Source: an optimization exercise on an open RTL-to-GDS flow (aim: small area). Production flows keep margins and buffers that such runs may drop. At most, simulation tests tie the RTL to the original design; equivalence was not proved. Power is estimated from default activity; no workload was simulated.

== run F ==
==> flow/design.v <==
`default_nettype none
package game_pkg;
    localparam logic [11:0] FLOOR_COLOR  = 12'h642;
    localparam logic [11:0] OBJECT_COLOR = 12'h81d;
endpackage
`default_nettype wire
`default_nettype none
module floors_fall (
    input  logic        pclk,
    input  logic        rst,
    input  logic        space_button,
    input  logic [37:0] video_in,
    input  logic [11:0] x_obj,
    input  logic [11:0] y_obj,
    input  logic [11:0] y_pos,
    output logic [37:0] video_out,
    output logic        floor_hit,
    output logic        start,
    output logic        ending,
    output logic [11:0] y_obj_out
);
    function automatic logic ge_c(input logic [12:0] x, input logic [12:0] c);
        logic r;
        r = 1'b1;
        for (int i = 0; i < 13; i++) r = c[i] ? (x[i] & r) : (x[i] | r);
        ge_c = r;
    endfunction
    function automatic logic le_c(input logic [12:0] x, input logic [12:0] c);
        logic r;
        r = 1'b1;
        for (int i = 0; i < 13; i++) r = c[i] ? (!x[i] | r) : (!x[i] & r);
        le_c = r;
    endfunction
    function automatic logic in_win(input logic [12:0] x, input logic [12:0] c,
                                    input logic [12:0] w);
        in_win = ge_c(x, c) && le_c(x, 13'(c + w));
    endfunction
    function automatic logic ge(input logic [12:0] a, input logic [12:0] b);
        logic c;
        c = 1'b1;
        for (int i = 0; i < 13; i++) c = (a[i] & !b[i]) | (c & (a[i] | !b[i]));
        ge = c;
    endfunction
    function automatic logic [12:0] sub_rip(input logic [12:0] a, input logic [12:0] b);
        logic c;
        c = 1'b1;
        for (int i = 0; i < 13; i++) begin
            sub_rip[i] = a[i] ^ !b[i] ^ c;
            c = (a[i] & !b[i]) | (c & (a[i] | !b[i]));
        end
    endfunction
    function automatic logic [11:0] add_rip(input logic [11:0] a, input logic [11:0] b);
        logic c;
        c = 1'b0;
        for (int i = 0; i < 12; i++) begin
            add_rip[i] = a[i] ^ b[i] ^ c;
            c = (a[i] & b[i]) | (c & (a[i] | b[i]));
        end
    endfunction
    function automatic logic [12:0] add_c(input logic [12:0] x, input logic [12:0] c);
        logic r;
        r = 1'b0;
        for (int i = 0; i < 13; i++) begin
            add_c[i] = x[i] ^ c[i] ^ r;
            r = c[i] ? (x[i] | r) : (x[i] & r);
        end
    endfunction
    function automatic logic ge_c9(input logic [8:0] x, input logic [8:0] c);
        ge_c9 = ge_c({4'b0, x}, {4'b0, c});
    endfunction
    function automatic logic [8:0] add9(input logic [8:0] x, input logic [8:0] c);
        logic r;
        r = 1'b0;
        for (int i = 0; i < 9; i++) begin
            add9[i] = x[i] ^ c[i] ^ r;
            r = (x[i] & c[i]) | (r & (x[i] | c[i]));
        end
    endfunction
    function automatic logic [8:0] step(input logic [8:0] x, input logic [8:0] s,
                                        input logic [8:0] m, input logic en);
        logic       wr;
        logic [8:0] k;
        wr = ge_c9(x, 9'(m - s));
        for (int i = 0; i < 9; i++) k[i] = en & (wr ? 9'(s - m) >> i & 1'b1 : s[i]);
        step = add9(x, k);
    endfunction
    logic [10:0] h, v;
    assign h = video_in[37:27];
    assign v = video_in[26:16];
    logic [8:0] q0, q1, n0, n1;
    logic [7:0] q2, q3, n2, n3;
    logic       g_q, w_q;
    always_comb begin
        if (rst) begin
            n0 = 9'd285; n1 = 9'd150; n2 = 8'd125; n3 = 8'd57;
        end else begin
            n0 = step(q0, 9'd25, 9'd370, w_q);
            n1 = step(q1, 9'd125, 9'd370, w_q);
            n2 = 8'(step({1'b0, q2}, 9'd160, 9'd185, w_q));
            n3 = 8'(step({1'b0, q3}, 9'd165, 9'd185, w_q));
        end
    end
    always_ff @(posedge pclk) begin
        g_q <= !rst && (y_pos[11:1] != 11'd0);
        w_q <= !rst && (y_pos[11:1] == 11'd0) && g_q;
        q0 <= n0; q1 <= n1; q2 <= n2; q3 <= n3;
    end
    logic a4, a5, a6;
    assign a4 = ge_c9(n0, 9'd60);             
    assign a5 = ge_c9(n1, 9'd88);             
    assign a6 = ge_c9({1'b0, n2}, 9'd160);    
    function automatic logic [8:0] base_of(input logic [6:0] sel);
        base_of = (n0 & {9{sel[0] | sel[4]}}) | (n1 & {9{sel[1] | sel[5]}}) |
                  ({n2, 1'b0} & {9{sel[2] | sel[6]}}) | ({n3, 1'b1} & {9{sel[3]}});
    endfunction
    function automatic logic off_win(input logic [12:0] d, input logic [2:0] cls,
                                     input logic fl, input logic [12:0] w);
        case (cls)
            3'd0, 3'd1, 3'd2, 3'd3: off_win = in_win(d, 13'd0, w);
            3'd4:    off_win = fl ? in_win(d, 13'(-120), w) : in_win(d, 13'd620, w);
            3'd5:    off_win = fl ? in_win(d, 13'(-175), w) : in_win(d, 13'd565, w);
            3'd6:    off_win = fl ? in_win(d, 13'(-640), w) : in_win(d, 13'd100, w);
            default: off_win = 1'b0;
        endcase
    endfunction
    function automatic logic [2:0] enc(input logic [6:0] sel);
        enc = {sel[4] | sel[5] | sel[6], sel[2] | sel[3] | sel[6], sel[1] | sel[3] | sel[5]} |
              {3{~|sel}};
    endfunction
    localparam logic [83:0] C = {12'd450, 12'd300, 12'd150, 12'd0,
                                 12'd3946, 12'd3796, 12'd3646};
    logic [11:0] dv, dy;
    logic [12:0] foot;
    logic [6:0]  hi, pk, lk;
    assign dv   = {1'b0, v} - y_pos;
    assign dy   = y_obj - y_pos;
    assign foot = add_c({1'b0, y_obj}, 13'd48);
    always_comb begin
        for (int k = 0; k < 7; k++) begin
            hi[k] = in_win({1'b0, y_pos}, {1'b0, 12'(12'd4076 - C[12*k +: 12])}, 13'd19);
            pk[k] = in_win({1'b0, dv}, {1'b0, C[12*k +: 12]}, 13'd20) && !hi[k];
            lk[k] = in_win({1'b0, dy}, {1'b0, 12'(C[12*k +: 12] - 12'd48)}, 13'd20) &&
                    (!foot[12] || hi[k]);
        end
    end
    logic       sprite, f552;
    logic [8:0] bp, bl;
    logic [2:0] cp, cl;
    logic       fp, flg;
    assign bp  = base_of(pk);
    assign cp  = enc(pk);
    assign fp  = (pk[4] & a4) | (pk[5] & a5) | (pk[6] & a6);
    assign bl  = base_of(lk);
    assign cl  = enc(lk);
    assign flg = (lk[4] & a4) | (lk[5] & a5) | (lk[6] & a6);
    assign sprite = ge({2'b00, h}, {1'b0, x_obj}) &&
                    !ge({2'b00, h}, add_c({1'b0, x_obj}, 13'd36)) &&
                    !ge({1'b0, y_obj}, {2'b00, v}) && ge(foot, {2'b00, v});
    assign f552 = (y_obj == 12'd552);
    logic pl, go, space_q, y1_q, play_now, go_now;
    assign play_now = !rst && (space_q || (pl && !y1_q));
    assign go_now   = !rst && !space_q && (y1_q || go);
    always_ff @(posedge pclk) begin
        pl      <= play_now;
        go      <= go_now;
        space_q <= !rst && space_button;
        y1_q    <= (y_obj == 12'd1);
        start   <= rst || (!pl && !go);
        ending  <= !rst && go;
    end
    logic [37:0] vid1;
    logic [8:0]  bp1;
    logic [2:0]  cp1, cl1;
    logic        fp1, sprite1, flg1, f552_1;
    logic [11:0] yp1, x1;
    logic [8:0]  bl1;
    always_ff @(posedge pclk) begin
        vid1    <= video_in;
        bp1     <= bp;
        cp1     <= cp;
        fp1     <= fp;
        sprite1 <= sprite;
        flg1    <= flg;
        bl1     <= bl;
        x1      <= x_obj;
        cl1     <= cl;
        f552_1  <= f552;
        yp1     <= y_pos;
    end
    logic [10:0] h1;
    logic [12:0] eh;
    logic        on_floor, hit_now, land1;
    logic [12:0] ex;
    logic [11:0] rgb, yoff, y_now;
    localparam logic [83:0] YOFF = {12'd401, 12'd251, 12'd101, 12'd4047,
                                    12'd3897, 12'd3747, 12'd3597};
    assign h1 = vid1[37:27];
    assign eh = sub_rip({2'b00, h1}, {3'b000, bp1, 1'b0});
    assign on_floor = (cp1 != 3'd7) && (h1 != 11'd0) && !ge_c({2'b00, h1}, 13'd799) &&
                      !off_win(eh, cp1, fp1, 13'd60);
    always_comb begin
        rgb = vid1[11:0];
        if (pl) begin
            if (sprite1)       rgb = game_pkg::OBJECT_COLOR;
            else if (on_floor) rgb = game_pkg::FLOOR_COLOR;
        end
    end
    assign ex    = sub_rip({1'b0, x1}, {3'b000, bl1, 1'b0});
    assign land1 = !off_win(ex, cl1, flg1, 13'd23) && (cl1 != 3'd7);
    always_comb begin
        yoff  = YOFF[12*cl1 +: 12];
        y_now = add_rip(yp1, yoff);
    end
    assign hit_now = land1 || f552_1;
    always_ff @(posedge pclk) begin
        if (rst) begin
            video_out <= '0;
            floor_hit <= 1'b0;
            y_obj_out <= '0;
        end else begin
            video_out <= {vid1[37:12], rgb};
            floor_hit <= hit_now;
            if (land1)       y_obj_out <= y_now;
            else if (f552_1) y_obj_out <= 12'd552;
        end
    end
endmodule
`default_nettype wire
export LEC_CHECK = 0
export CAP_MARGIN = 20
export CORE_MARGIN = 2
export CORE_UTILIZATION = 70
export CTS_BUF_LIST = sky130_fd_sc_hd__clkbuf_8
export SLEW_MARGIN = 20
create_clock -name core_clock -period 6.0 [get_ports {pclk}]
standard.sh (not shown) runs the stock make flow with config.mk's settings and CLKGATE_MAP_FILE= SYNTH_SCRIPT=/design/flow/synth_recipe.tcl, a recipe that flattens the netlist after the stock synthesis.
==> flow/flow/run.sh <==
#!/bin/bash
# Standard layout, with the smallest buffer on the ports.
set -e
export BUFFER_PORTS_ARGS="-buffer_cell sky130_fd_sc_hd__buf_1"
bash standard.sh > standard.log 2>&1
Input changes introduced in run P (baseline for comparison: run F):
-- flow/design.v --
<<< run F, line 78
    endfunction
    function automatic logic [8:0] step(input logic [8:0] x, input logic [8:0] s,
                                        input logic [8:0] m, input logic en);
        logic       wr;
        logic [8:0] k;
        wr = ge_c9(x, 9'(m - s));
        for (int i = 0; i < 9; i++) k[i] = en & (wr ? 9'(s - m) >> i & 1'b1 : s[i]);
        step = add9(x, k);
    endfunction
>>> run P, line 78
    endfunction
    function automatic logic [8:0] step(input logic [8:0] x, input logic [8:0] s,
                                        input logic [8:0] m);
        logic       wr;
        logic [8:0] k;
        wr = ge_c9(x, 9'(m - s));
        for (int i = 0; i < 9; i++) k[i] = wr ? 9'(s - m) >> i & 1'b1 : s[i];
        step = add9(x, k);
    endfunction
<<< run F, line 90
    logic [8:0] q0, q1, n0, n1;
    logic [7:0] q2, q3, n2, n3;
    logic       g_q, w_q;
    always_comb begin
        if (rst) begin
            n0 = 9'd285; n1 = 9'd150; n2 = 8'd125; n3 = 8'd57;
        end else begin
            n0 = step(q0, 9'd25, 9'd370, w_q);
            n1 = step(q1, 9'd125, 9'd370, w_q);
            n2 = 8'(step({1'b0, q2}, 9'd160, 9'd185, w_q));
            n3 = 8'(step({1'b0, q3}, 9'd165, 9'd185, w_q));
        end
    end
    always_ff @(posedge pclk) begin
        g_q <= !rst && (y_pos[11:1] != 11'd0);
        w_q <= !rst && (y_pos[11:1] == 11'd0) && g_q;
        q0 <= n0; q1 <= n1; q2 <= n2; q3 <= n3;
    end
    logic a4, a5, a6;
>>> run P, line 90
    logic [8:0] q0, q1, n0, n1;
    logic [7:0] q2, q3, n2, n3;
    logic       g_q, wrap_next;
    always_comb begin
        if (rst) begin
            n0 = 9'd285; n1 = 9'd150; n2 = 8'd125; n3 = 8'd57;
        end else begin
            n0 = q0; n1 = q1; n2 = q2; n3 = q3;
        end
    end
    assign wrap_next = !rst && (y_pos[11:1] == 11'd0) && g_q;
    always_ff @(posedge pclk) begin
        g_q <= !rst && (y_pos[11:1] != 11'd0);
        if (wrap_next) begin
            q0 <= step(n0, 9'd25, 9'd370);
            q1 <= step(n1, 9'd125, 9'd370);
            q2 <= 8'(step({1'b0, n2}, 9'd160, 9'd185));
            q3 <= 8'(step({1'b0, n3}, 9'd165, 9'd185));
        end else begin
            q0 <= n0; q1 <= n1; q2 <= n2; q3 <= n3;
        end
    end
    logic a4, a5, a6;
<<< run F, line 209
    assign land1 = !off_win(ex, cl1, flg1, 13'd23) && (cl1 != 3'd7);
    always_comb begin
        yoff  = YOFF[12*cl1 +: 12];
        y_now = add_rip(yp1, yoff);
    end
    assign hit_now = land1 || f552_1;
>>> run P, line 213
    assign land1 = !off_win(ex, cl1, flg1, 13'd23) && (cl1 != 3'd7);
    always_comb begin
        yoff = YOFF[12*cl1 +: 12];
        y_now = land1 ? add_rip(yp1, yoff) : 12'd552;
    end
    assign hit_now = land1 || f552_1;
<<< run F, line 221
            video_out <= {vid1[37:12], rgb};
            floor_hit <= hit_now;
            if (land1)       y_obj_out <= y_now;
            else if (f552_1) y_obj_out <= 12'd552;
        end
    end
>>> run P, line 225
            video_out <= {vid1[37:12], rgb};
            floor_hit <= hit_now;
            if (hit_now) y_obj_out <= y_now;
        end
    end
Findings:
Compare run F and run P | power per cell area lower: run F. Comparing run F and run P, the lower count of non-filler cells in the finished layout was measured on run F. Run F → run P: share of the core filled with cells has increased, setup slack has increased, distinct cell type count after synthesis dropped 1.2%, routing usage on met1 went down 0.95 points, via density per instance down 0.21. Going from run F to run P, clock power grows by about 4%. Total chip power: run F and run P compared, lower one is run P.
For run F, only the layout was checked, not whether the RTL still works.

-- port drivers added, routing unchanged --
Ports are ideal in the flow. The routed layouts listed here were re-timed in OpenROAD. Step 1 assumes that a clkbuf_16 drives the clock port and a buf_2 every other input. Step 2, shift: input delay + t, output delay - t, t = (earliest + latest rising clock arrival at the registers) / 2. This alone moves slack from input paths to output paths. Three values: ideal ports, drivers, drivers and shift; two values: the first two.
run	shift t [ns]	setup slack, ns	worst hold slack (ns)	clock arrival spread, ns
run F	0.512	0.199 / 0.199 / 0.199	0.428 / 0.428 / 0.428	0.016 / 0.016
run P	0.516	0.388 / 0.388 / 0.388	0.443 / 0.443 / 0.443	0.019 / 0.019
After both steps setup and hold are still met in every run listed.
